This design comes from an exercise in tuning for a short achievable clock period and few clock cycles on the open sky130 flow, not from production work.
In this exercise RTL edits were held to simulation tests only and were not proved equivalent to the original.
Power and IR drop assume default switching activity.

--- flow/design.v ---
`default_nettype none
package isa_pkg;
	typedef logic [32-1:0] word_t;
	typedef logic [$clog2(32)-1:0] reg_idx_t;
	typedef enum logic [6:0] {
		OPC_OP     = 7'b0110011,
		OPC_OP_IMM = 7'b0010011,
		OPC_LOAD   = 7'b0000011,
		OPC_STORE  = 7'b0100011,
		OPC_BRANCH = 7'b1100011
	} opcode_e;
	typedef enum logic [3:0] {
		ALU_ADD = 4'd0,
		ALU_SUB = 4'd1,
		ALU_AND = 4'd2,
		ALU_OR  = 4'd3,
		ALU_XOR = 4'd4,
		ALU_SLT = 4'd5,
		ALU_SLL = 4'd6,
		ALU_SRL = 4'd7
	} alu_op_e;
endpackage
`default_nettype wire
`default_nettype none
package pipe_pkg;
	typedef struct packed {
		logic [3:0]       alu_op;
		logic             use_imm;
		logic             mem_read;
		logic             mem_write;
		logic             reg_write;
		logic             is_branch;
	} ctrl_t;
	typedef struct packed {
		logic           valid;
		logic [32-1:0] pc;
		logic [32-1:0] instr;
	} if_id_t;
	typedef struct packed {
		logic              valid;
		logic [32-1:0]  pc;
		ctrl_t             ctrl;
		logic [$clog2(32)-1:0] rs1;
		logic [$clog2(32)-1:0] rs2;
		logic [$clog2(32)-1:0] rd;
		logic [32-1:0]  rs1_val;
		logic [32-1:0]  rs2_val;
		logic [32-1:0]  imm;
	} id_ex_t;
	typedef struct packed {
		logic              valid;
		ctrl_t             ctrl;
		logic [$clog2(32)-1:0] rd;
		logic [32-1:0]  alu_result;
		logic [32-1:0]  store_data;
	} ex_mem_t;
	typedef struct packed {
		logic              valid;
		logic              reg_write;
		logic [$clog2(32)-1:0] rd;
		logic [32-1:0]  result;
	} mem_wb_t;
	typedef enum logic [1:0] {
		FWD_NONE = 2'b00,
		FWD_MEM  = 2'b01,
		FWD_WB   = 2'b10
	} fwd_sel_e;
endpackage
`default_nettype wire
`default_nettype none
module ks_adder #(
	parameter int XLEN = 32
) (
	input  logic [XLEN-1:0] a_i,
	input  logic [XLEN-1:0] b_i,
	input  logic            cin_i,
	output logic [XLEN-1:0] sum_o
);
	localparam int LVLS = $clog2(XLEN);
	logic [XLEN-1:0] p;
	logic [XLEN-1:0] g;
	logic [XLEN-1:0] t;
	logic [XLEN-1:0] hh [0:LVLS];
	logic [XLEN-1:0] tt [0:LVLS];
	assign p = a_i ^ b_i;
	assign g = a_i & b_i;
	assign t = a_i | b_i;
	assign hh[0] = {g[XLEN-1:1], g[0] | cin_i};
	assign tt[0] = {t[XLEN-2:0], 1'b1};
	for (genvar l = 1; l <= LVLS; l++) begin : g_lvl
		localparam int D = 1 << (l - 1);
		assign hh[l][D-1:0] = hh[l-1][D-1:0];
		assign tt[l][D-1:0] = tt[l-1][D-1:0];
		assign hh[l][XLEN-1:D] = hh[l-1][XLEN-1:D] | (tt[l-1][XLEN-1:D] & hh[l-1][XLEN-1-D:0]);
		assign tt[l][XLEN-1:D] = tt[l-1][XLEN-1:D] & tt[l-1][XLEN-1-D:0];
	end
	assign sum_o[0] = p[0] ^ cin_i;
	for (genvar i = 1; i < XLEN; i++) begin : g_sum
		assign sum_o[i] = hh[LVLS][i-1] ? (p[i] ^ t[i-1]) : p[i];
	end
endmodule
`default_nettype wire
`default_nettype none
module core (
	input  logic              clk,
	input  logic              rst_n,
	output isa_pkg::word_t    imem_addr_o,
	input  isa_pkg::word_t    imem_data_i,
	output logic              wb_valid_o,
	output isa_pkg::reg_idx_t wb_rd_o,
	output isa_pkg::word_t    wb_data_o
);
	localparam int XLEN = 32;
	localparam int DMW  = 64;
	localparam int IDXW = $clog2(64);
	function automatic logic [XLEN-1:0] ks_add(input logic [XLEN-1:0] a,
		input logic [XLEN-1:0] b, input logic cin);
		logic [XLEN-1:0] p;
		logic [XLEN-1:0] g;
		logic [XLEN-1:0] gg;
		logic [XLEN-1:0] pp;
		logic [XLEN-1:0] ng;
		logic [XLEN-1:0] np;
		p  = a ^ b;
		g  = a & b;
		gg = g;
		pp = p;
		gg[0] = g[0] | (p[0] & cin);
		for (int d = 1; d < XLEN; d = d * 2) begin
			ng = gg;
			np = pp;
			for (int i = d; i < XLEN; i++) begin
				ng[i] = gg[i] | (pp[i] & gg[i-d]);
				np[i] = pp[i] & pp[i-d];
			end
			gg = ng;
			pp = np;
		end
		ks_add = p ^ {gg[XLEN-2:0], cin};
	endfunction
	function automatic logic [XLEN-1:0] inc4(input logic [XLEN-1:0] a);
		inc4[1:0] = a[1:0];
		inc4[2]   = ~a[2];
		for (int i = 3; i < XLEN; i++)
			inc4[i] = a[i] ^ (&(a >> 2 | ~({XLEN{1'b1}} >> (XLEN + 2 - i))));
	endfunction
	logic [XLEN-1:0] pc;
	logic [XLEN-1:0] fi;
	logic            f_abr;
	logic [XLEN-1:0] f_immb;
	logic [XLEN-1:0] f_tgt;
	logic            e_taken;
	logic [XLEN-1:0] e_tgt;
	logic            d_stall;
	assign imem_addr_o = pc;
	assign fi          = imem_data_i;
	assign f_abr  = (fi[6:0] == 7'b1100011) && (fi[14:12] == 3'b000) && (fi[19:15] == fi[24:20]);
	assign f_immb = {{(XLEN-13){fi[31]}}, fi[31], fi[7], fi[30:25], fi[11:8], 1'b0};
	assign f_tgt  = ks_add(pc, f_immb, 1'b0);
	logic [32-1:0] f_oh1;
	logic [32-1:0] f_oh2;
	assign f_oh1 = {{(32-1){1'b0}}, 1'b1} << fi[19:15];
	assign f_oh2 = {{(32-1){1'b0}}, 1'b1} << fi[24:20];
	always_ff @(posedge clk or negedge rst_n) begin
		if (!rst_n)
			pc <= 32'h0000_0000;
		else if (e_taken)
			pc <= e_tgt;
		else if (d_stall)
			pc <= pc;
		else if (f_abr)
			pc <= f_tgt;
		else
			pc <= inc4(pc);
	end
	logic            d_valid;
	logic [XLEN-1:0] d_instr;
	logic [XLEN-1:0] d_pc;
	always_ff @(posedge clk or negedge rst_n) begin
		if (!rst_n)
			d_valid <= 1'b0;
		else if (e_taken)
			d_valid <= 1'b0;
		else if (!d_stall)
			d_valid <= !f_abr;
	end
	logic [32-1:0] d_oh1;
	logic [32-1:0] d_oh2;
	logic                  d_byp1;    
	logic                  d_byp2;
	logic                  d_fa;
	logic                  d_fsd;
	logic                  e_valid;
	logic                  e_wr;
	logic [4:0]            e_rd;
	always_ff @(posedge clk) begin
		if (!d_stall) begin
			d_instr <= fi;
			d_pc    <= pc;
			d_oh1   <= f_oh1;
			d_oh2   <= f_oh2;
			d_byp1  <= e_valid && e_wr && (e_rd == fi[19:15]);
			d_byp2  <= e_valid && e_wr && (e_rd == fi[24:20]);
		end else begin
			d_byp1  <= d_fa;
			d_byp2  <= d_fsd;
		end
	end
	logic [6:0]  d_opc;
	logic [2:0]  d_f3;
	logic [4:0]  d_rs1;
	logic [4:0]  d_rs2;
	logic [4:0]  d_rd;
	logic        d_f7ok;
	logic        d_is_op;
	logic        d_is_opi;
	logic        d_is_lw;
	logic        d_is_sw;
	logic        d_is_cbr;
	logic [7:0]  d_op;       
	logic        d_wr;
	logic        d_use_imm;
	logic [XLEN-1:0] d_imm;
	logic [XLEN-1:0] d_immb;
	assign d_opc = d_instr[6:0];
	assign d_f3  = d_instr[14:12];
	assign d_rs1 = d_instr[19:15];
	assign d_rs2 = d_instr[24:20];
	assign d_rd  = d_instr[11:7];
	assign d_f7ok = (d_instr[31] == 1'b0) && (d_instr[29:25] == 5'd0);
	assign d_is_op  = (d_opc == 7'b0110011) && d_f7ok;
	assign d_is_opi = (d_opc == 7'b0010011);
	assign d_is_lw  = (d_opc == 7'b0000011) && (d_f3 == 3'b010);
	assign d_is_sw  = (d_opc == 7'b0100011) && (d_f3 == 3'b010);
	assign d_is_cbr = (d_opc == 7'b1100011) && (d_f3 == 3'b000);
	always_comb begin
		d_op = 8'd0;
		if (d_is_op) begin
			case ({d_instr[30], d_f3})
				4'b0_000: d_op[0] = 1'b1;
				4'b1_000: d_op[1] = 1'b1;
				4'b0_111: d_op[2] = 1'b1;
				4'b0_110: d_op[3] = 1'b1;
				4'b0_100: d_op[4] = 1'b1;
				4'b0_010: d_op[5] = 1'b1;
				4'b0_001: d_op[6] = 1'b1;
				4'b0_101: d_op[7] = 1'b1;
				default: ;
			endcase
		end else if (d_is_opi) begin
			case (d_f3)
				3'b000: d_op[0] = 1'b1;
				3'b111: d_op[2] = 1'b1;
				3'b110: d_op[3] = 1'b1;
				3'b100: d_op[4] = 1'b1;
				3'b010: d_op[5] = 1'b1;
				default: ;
			endcase
		end
	end
	assign d_wr      = ((|d_op) || d_is_lw) && (d_rd != 5'd0);
	assign d_use_imm = d_is_opi || d_is_lw || d_is_sw;
	assign d_imm     = d_is_sw ? {{(XLEN-12){d_instr[31]}}, d_instr[31:25], d_instr[11:7]}
	                           : {{(XLEN-12){d_instr[31]}}, d_instr[31:20]};
	assign d_immb    = {{(XLEN-13){d_instr[31]}}, d_instr[31], d_instr[7], d_instr[30:25],
		d_instr[11:8], 1'b0};
	logic [XLEN-1:0] regs [1:32-1];
	logic            w_valid;
	logic [4:0]      w_rd;
	logic [XLEN-1:0] w_data;
	logic [XLEN-1:0] d_rv1;
	logic [XLEN-1:0] d_rv2;
	function automatic logic [XLEN-1:0] rf_read(input logic [32-1:0] oh);
		rf_read = '0;
		for (int k = 1; k < 32; k++)
			rf_read = rf_read | ({XLEN{oh[k]}} & regs[k]);
	endfunction
	assign d_rv1 = d_byp1 ? w_data : rf_read(d_oh1);
	assign d_rv2 = d_byp2 ? w_data : rf_read(d_oh2);
	always_ff @(posedge clk or negedge rst_n) begin
		if (!rst_n) begin
			for (int i = 1; i < 32; i++)
				regs[i] <= '0;
		end else if (w_valid) begin
			regs[w_rd] <= w_data;
		end
	end
	logic [XLEN-1:0] e_a;
	logic [XLEN-1:0] e_b;
	logic [XLEN-1:0] e_sd;
	logic [7:0]      e_op;
	logic            e_ld;
	logic            e_st;
	logic            e_cbr;
	logic [IDXW-1:0] e_idx;
	logic [XLEN-1:0] e_result;
	logic            d_fb;
	logic            d_inv;
	logic            e_cin;
	logic [IDXW-1:0] d_idx;
	logic            d_c2;
	assign d_fa  = e_valid && e_wr && (e_rd == d_rs1);
	assign d_fb  = e_valid && e_wr && (e_rd == d_rs2) && !d_use_imm;
	assign d_fsd = e_valid && e_wr && (e_rd == d_rs2);
	assign d_stall = d_valid && (d_is_lw || d_is_sw) && d_fa;
	assign d_c2 = (d_rv1[1] & d_imm[1]) | ((d_rv1[1] | d_imm[1]) & d_rv1[0] & d_imm[0]);
	ks_adder #(.XLEN(IDXW)) idx_add (.a_i(d_rv1[IDXW+1:2]), .b_i(d_imm[IDXW+1:2]),
		.cin_i(d_c2), .sum_o(d_idx));
	assign d_inv = d_op[1] || d_op[5];
	always_ff @(posedge clk or negedge rst_n) begin
		if (!rst_n)
			e_valid <= 1'b0;
		else
			e_valid <= d_valid && !e_taken && !d_stall;
	end
	always_ff @(posedge clk) begin
		e_a   <= d_fa  ? e_result : d_rv1;
		e_b   <= (d_fb ? e_result : (d_use_imm ? d_imm : d_rv2)) ^ {XLEN{d_inv}};
		e_cin <= d_inv;
		e_sd  <= d_fsd ? e_result : d_rv2;
		e_op  <= d_op;
		e_ld  <= d_is_lw;
		e_st  <= d_is_sw;
		e_cbr <= d_is_cbr;
		e_wr  <= d_wr;
		e_rd  <= d_rd;
		e_tgt <= ks_add(d_pc, d_immb, 1'b0);
		e_idx <= d_idx;
	end
	logic [XLEN-1:0] e_sum;
	logic            e_slt;
	logic [XLEN-1:0] e_sll;
	logic [XLEN-1:0] e_srl;
	logic [XLEN-1:0] e_ldata;
	ks_adder add_inst (.a_i(e_a), .b_i(e_b), .cin_i(e_cin), .sum_o(e_sum));
	assign e_slt  = (e_a[XLEN-1] == e_b[XLEN-1]) ? e_a[XLEN-1] : e_sum[XLEN-1];
	assign e_sll  = e_a << e_b[4:0];
	assign e_srl  = e_a >> e_b[4:0];
	logic [XLEN-1:0] dmem [DMW];
	assign e_ldata = dmem[e_idx];
	always_ff @(posedge clk or negedge rst_n) begin
		if (!rst_n) begin
			for (int i = 0; i < DMW; i++)
				dmem[i] <= '0;
		end else if (e_valid && e_st) begin
			dmem[e_idx] <= e_sd;
		end
	end
	assign e_result = ({XLEN{e_op[0] | e_op[1]}} & e_sum)
	                | ({XLEN{e_op[2]}} & (e_a & e_b))
	                | ({XLEN{e_op[3]}} & (e_a | e_b))
	                | ({XLEN{e_op[4]}} & (e_a ^ e_b))
	                | ({XLEN{e_op[5]}} & {{(XLEN-1){1'b0}}, e_slt})
	                | ({XLEN{e_op[6]}} & e_sll)
	                | ({XLEN{e_op[7]}} & e_srl)
	                | ({XLEN{e_ld}}    & e_ldata);
	assign e_taken = e_valid && e_cbr && (e_a == e_b);
	always_ff @(posedge clk or negedge rst_n) begin
		if (!rst_n) begin
			w_valid <= 1'b0;
			w_rd    <= '0;
			w_data  <= '0;
		end else begin
			w_valid <= e_valid && e_wr;
			if (e_valid && e_wr) begin
				w_rd   <= e_rd;
				w_data <= e_result;
			end
		end
	end
	assign wb_valid_o = w_valid;
	assign wb_rd_o    = w_rd;
	assign wb_data_o  = w_data;
endmodule
`default_nettype wire
--- flow/run.sh ---
#!/bin/bash
# synth_recipe.tcl (not shown) runs the flow's synth.tcl, then flattens the netlist and writes it again
# the make line also repeats each setting of config.mk as NAME=value (left out here)
make -C /OpenROAD-flow-scripts/flow DESIGN_CONFIG=/design/flow/config.mk WORK_HOME=/design/flow/orfs CLKGATE_MAP_FILE= SYNTH_SCRIPT=/design/flow/synth_recipe.tcl finish
--- flow/config.mk ---
export PLATFORM = sky130hd
export DESIGN_NAME = core
export DESIGN_NICKNAME = core
export VERILOG_FILES = /design/flow/design.v
export SDC_FILE = /design/flow/constraint.sdc
export NUM_CORES = 4
export LEC_CHECK = 0
export CAP_MARGIN = 20
export CORE_MARGIN = 2
export CORE_UTILIZATION = 35
export PLACE_DENSITY = 0.55
export SETUP_SLACK_MARGIN = 5
export SLEW_MARGIN = 20
export SYNTH_HIERARCHICAL = 1
export SYNTH_MINIMUM_KEEP_SIZE = 0
--- flow/constraint.sdc ---
create_clock -name core_clock -period 8.5 [get_ports {clk}]
set_input_delay 1.7000 -clock core_clock [delete_from_list [all_inputs] [get_ports {clk}]]
set_output_delay 1.7000 -clock core_clock [all_outputs]
set_load 0.01 [all_outputs]
==> results.sh <==
export IMPL_run_status="complete, no violations"
export IMPL_grt_pass1_vias=124000
export IMPL_fin_nets=13800
export IMPL_reg2reg_from="e_idx[4]"
export IMPL_synthTopCellsByCount="dfrtp_1 (3,112), mux2_2 (2,599), a22oi_1 (1,502)"
export IMPL_clock_root_buffer="clkbuf_16"
export IMPL_final_antenna_net_count=0
export IMPL_dp_slack_ns=3.66
export IMPL_num_vias=131000
export IMPL_routed_via_density=6.63
export IMPL_drc=0
export IMPL_wl_per_cell_um=39.0
export IMPL_critPathBufInv=2
export IMPL_p_leak_nw=87.3
export IMPL_worst_pin_slew_ns=1.32
export IMPL_h_tree_depth=5
export IMPL_synth_area_um2=159000
export IMPL_hold_viol_final=0
export IMPL_synth_top_area_share=0.490
export IMPL_rrSetupSlack_ns=4.37
export IMPL_finalWorstSetupSlack_ns=4.37
export IMPL_synth_edf_count=126
export IMPL_crit_family="simple AND/OR/NAND/NOR gates"
export IMPL_required_ns=9.28
export IMPL_place_gp_congestion=0.980
export IMPL_synth_mux_area_frac=0.195
export IMPL_cap_violations=0
export IMPL_hold_class="reg2reg"
export IMPL_final_layout_size_suffix_gt1_frac=0.358
export IMPL_synth_area_leader_cell="dfrtp_1"
export IMPL_cp_arrival_ns=4.91
export IMPL_start_kind="flip-flop"
export IMPL_crit_path_end_kind="flip-flop"
export IMPL_grt_start_max_net_pins=181
export IMPL_cp_max_fo=21
export IMPL_syn_to_final_growth_pct=18.6
export IMPL_drtPass1Iterations=11
export IMPL_fin_crit_sh=0.486
export IMPL_min_delay_worst_endpoint="e_tgt[0]"
export IMPL_core_area_um2=453000
export IMPL_synthTopCellsByArea="dfrtp_1 (49%), mux2_2 (18%), a22oi_1 (7.1%)"
export IMPL_ir_worst_vdd_v=0.000197
export IMPL_ys_warn_count=15
export IMPL_ioPinCount=104
export IMPL_dieWidth_um=678
export IMPL_cts_buffers=356
export IMPL_utilization=0.417
export IMPL_fp_dieH_um=678
export IMPL_critPathKind="reg2reg"
export IMPL_clkSinkCount=3400
export IMPL_grt_total_usage=0.324
export IMPL_holdPathStages=0
export IMPL_synth_simple_gate_area_share=0.0669
export IMPL_critPathMaxStageDelay_ns=0.59
export IMPL_synth_compound_area_frac=0.144
export IMPL_relSlewSlack=0.118
export IMPL_p_total_mw=34.7
export IMPL_cts_tree="yes"
export IMPL_synth_top_family_by_area="multiplexers"
export IMPL_synthFlopType="dfrtp_1"
export IMPL_async_reset_ff_frac=0.915
export IMPL_synthXorXnorAreaFrac=0.00760
export IMPL_yosysSeqAreaShare=0.534
export IMPL_antenna_found_initial=60
export IMPL_setup_tns_ns=0
export IMPL_synth_fa_ha_area_frac=0.0169
export IMPL_worstReg2RegEnd="e_b[8]"
export IMPL_portBuffers=103
export IMPL_netlist_instances=13500
export IMPL_drt_wl_total_um=774000
export IMPL_drtIter0Drc=21700
export IMPL_slowest_stage="nand4_1"
export IMPL_rows=247
export IMPL_period_needed_ns=4.13
export IMPL_hpwl_um=423000
export IMPL_grt_overflow_total=0
export IMPL_synth_cell_types=97
export IMPL_path_clk_slew_ns=0.06
export IMPL_powerDensity_nw_per_um2=184
export IMPL_worstSkewPairLatency_ns=1.02
export IMPL_path_cells="buf_6 > and4bb_4 > and2_4 > buf_12 > a22oi_1 > nand2_1 > nor4_4 > nand4_1 > a21oi_2 > o22ai_1 > mux2i_1 > xnor2_1"
export IMPL_hp_start="d_pc[0]"
export IMPL_reg2reg_depth=12
export IMPL_cts_buffer_depth=4
export IMPL_syn_area_per_cell_um2=11.8
export IMPL_start_util=0.351
export IMPL_synthMostInstantiatedCell="dfrtp_1"
export IMPL_setup_violations_final=0
export IMPL_grt_pass1_wl_um=1050000
export IMPL_synth_seq_cells=3400
export IMPL_maxSlewViolCount=0
export IMPL_maxClockFrequency_ghz=0.242
export IMPL_clock_skew_ns=0.0691
export IMPL_syn_nets=13700
export IMPL_rsz0062_at_grt="true"
export IMPL_dieArea_um2=460000
metal layers:
layer  track usage  vias up  part of all wire
li1              -    50100                 -
met1         0.423    67600              0.38
met2         0.450    10500              0.40
met3         0.125     3057              0.14
met4         0.199       44             0.079
met5      0.000937        -           0.00054
cells in the final DEF, fill, tap and decap left out, types with 45 or more instances in the layout:
cell,n
clkbuf_8,92
mux2i_1,56
o21ai_0,639
mux4_2,55
clkbuf_16,364
a22oi_2,122
clkinv_2,60
and2_4,67
nor4_1,45
dfxtp_1,81
nand4_1,298
a22oi_1,1380
dfrtp_1,3065
nand2_4,53
buf_12,114
xor2_1,54
buf_6,84
xnor2_1,79
nor3_1,114
mux2_2,2598
nand3_1,135
nand2_1,953
a221oi_1,233
a21oi_1,238
clkbuf_1,63
inv_1,191
edfxtp_1,126
a22o_1,226
buf_4,578
nor2_1,256
ha_1,172
power breakdown:
part / internal (mW) / switching [mW] / total (mW)
Clock: 9.59 / 7.16 / 16.8
Sequential: 16.4 / 0.0883 / 16.4
Combinational: 0.470 / 1.06 / 1.53
Total: 26.4 / 8.31 / 34.7
repair_timing:
action                     4_1_cts  5_1_grt
setup endpoints to repair     1469      182
gates cloned                    34        2
pin swaps                      227      174
setup buffers                  359       99
hold buffers                     0        0
gates resized for setup        989      308
Yosys stat by module, one instance, submodules excluded, excerpt:
module    flip-flops and latches  times used
core                        3400           1
ks_adder                       0           1
cell type report:
type | count | area [µm²]
Antenna cell | 32 | 80.1
Clock inverter | 135 | 1710
Timing Repair Buffer | 955 | 10300
Multi-Input combinational cell | 8604 | 72700
Sequential cell | 3400 | 85200
Clock buffer | 516 | 10500
Fill cell | 42400 | 264000
Inverter | 202 | 773
Tap cell | 5976 | 7480
logic make-up after synthesis:
family | count (synthesis)
simple gates | 2261
fa+ha+maj | 213
xor+xnor | 138
buf+inv | 1473
flops | 3400
mux | 2711
compound gates | 3270
worst max path at each step:
| stage | cells after the start | slack (ns) | endpoint | from |
|---|---|---|---|---|
| after floorplan | 13 | 4.72 | pc[31] | imem_data_i[8] |
| after global placement | 13 | 3.67 | pc[30] | imem_data_i[31] |
| after detailed placement | 11 | 3.66 | e_b[8] | e_idx[5] |
| after CTS | 12 | 4.64 | e_b[6] | e_idx[5] |
| after global routing | 12 | 4.51 | e_b[4] | e_idx[4] |
| final | 12 | 4.37 | e_b[8] | e_idx[4] |
registers in the layout, indices dropped and copies added (netlist names), 5 cells and up, named ones only:
register and count:
d_pc 32, d_oh2 31, d_oh1 31, d_instr 32, dmem 2048, regs 992, e_b 32, w_rd 5
w_data 32, e_op 8, e_rd 5, pc 32, e_a 32, e_tgt 32, e_idx 6, e_sd 32
stage by stage:
step                cells  area (µm²)  hold slack (ns)
floorplan           13500      159000            0.323
global placement    18600      167000            0.326
detailed placement  18600      167000            0.332
CTS                 19700      186000            0.346
global route        19800      189000            0.352
finish              19800      189000            0.344
worst reg2reg max path: stages (launching register included):
cell      delay [ns]
dfxtp_4         0.40
buf_6           0.15
and4bb_4        0.26
and2_4          0.24
buf_12          0.27
a22oi_1         0.23
nand2_1         0.11
nor4_4          0.51
nand4_1         0.59
a21oi_2         0.39
o22ai_1         0.25
mux2i_1         0.36
xnor2_1         0.19
Testbench counts, summed over its fixed seeds: cycles 63,552.

-- static timing again, ports no longer ideal --
The results above use ideal ports. As a check the final layout listed here was re-extracted and re-timed, cells and wires unchanged.
Step 1 (the two cells are an assumption about what drives the block):
set clk [get_ports {clk}]
set_driving_cell -lib_cell sky130_fd_sc_hd__clkbuf_16 $clk
set_driving_cell -lib_cell sky130_fd_sc_hd__buf_2 [delete_from_list [all_inputs] $clk]
Step 2 moves the port delays by t, midway between the first and last clock arrival at a register: inputs arrive t later, outputs are due t later. That takes back most of the time a late clock gives input paths.
a / b / c = ideal ports / drivers / drivers and shift; a / b = the first two.
t (ns): 1.105
slack for setup (ns): 4.368 / 4.368 / 4.105
hold slack, ns: 0.344 / 0.344 / 0.344
worst setup path after step 2: input to register
After both steps setup and hold are still met in this run. For this run, drivers alone change the setup slack by 0.000 ns; drivers and shift together by -0.263 ns.
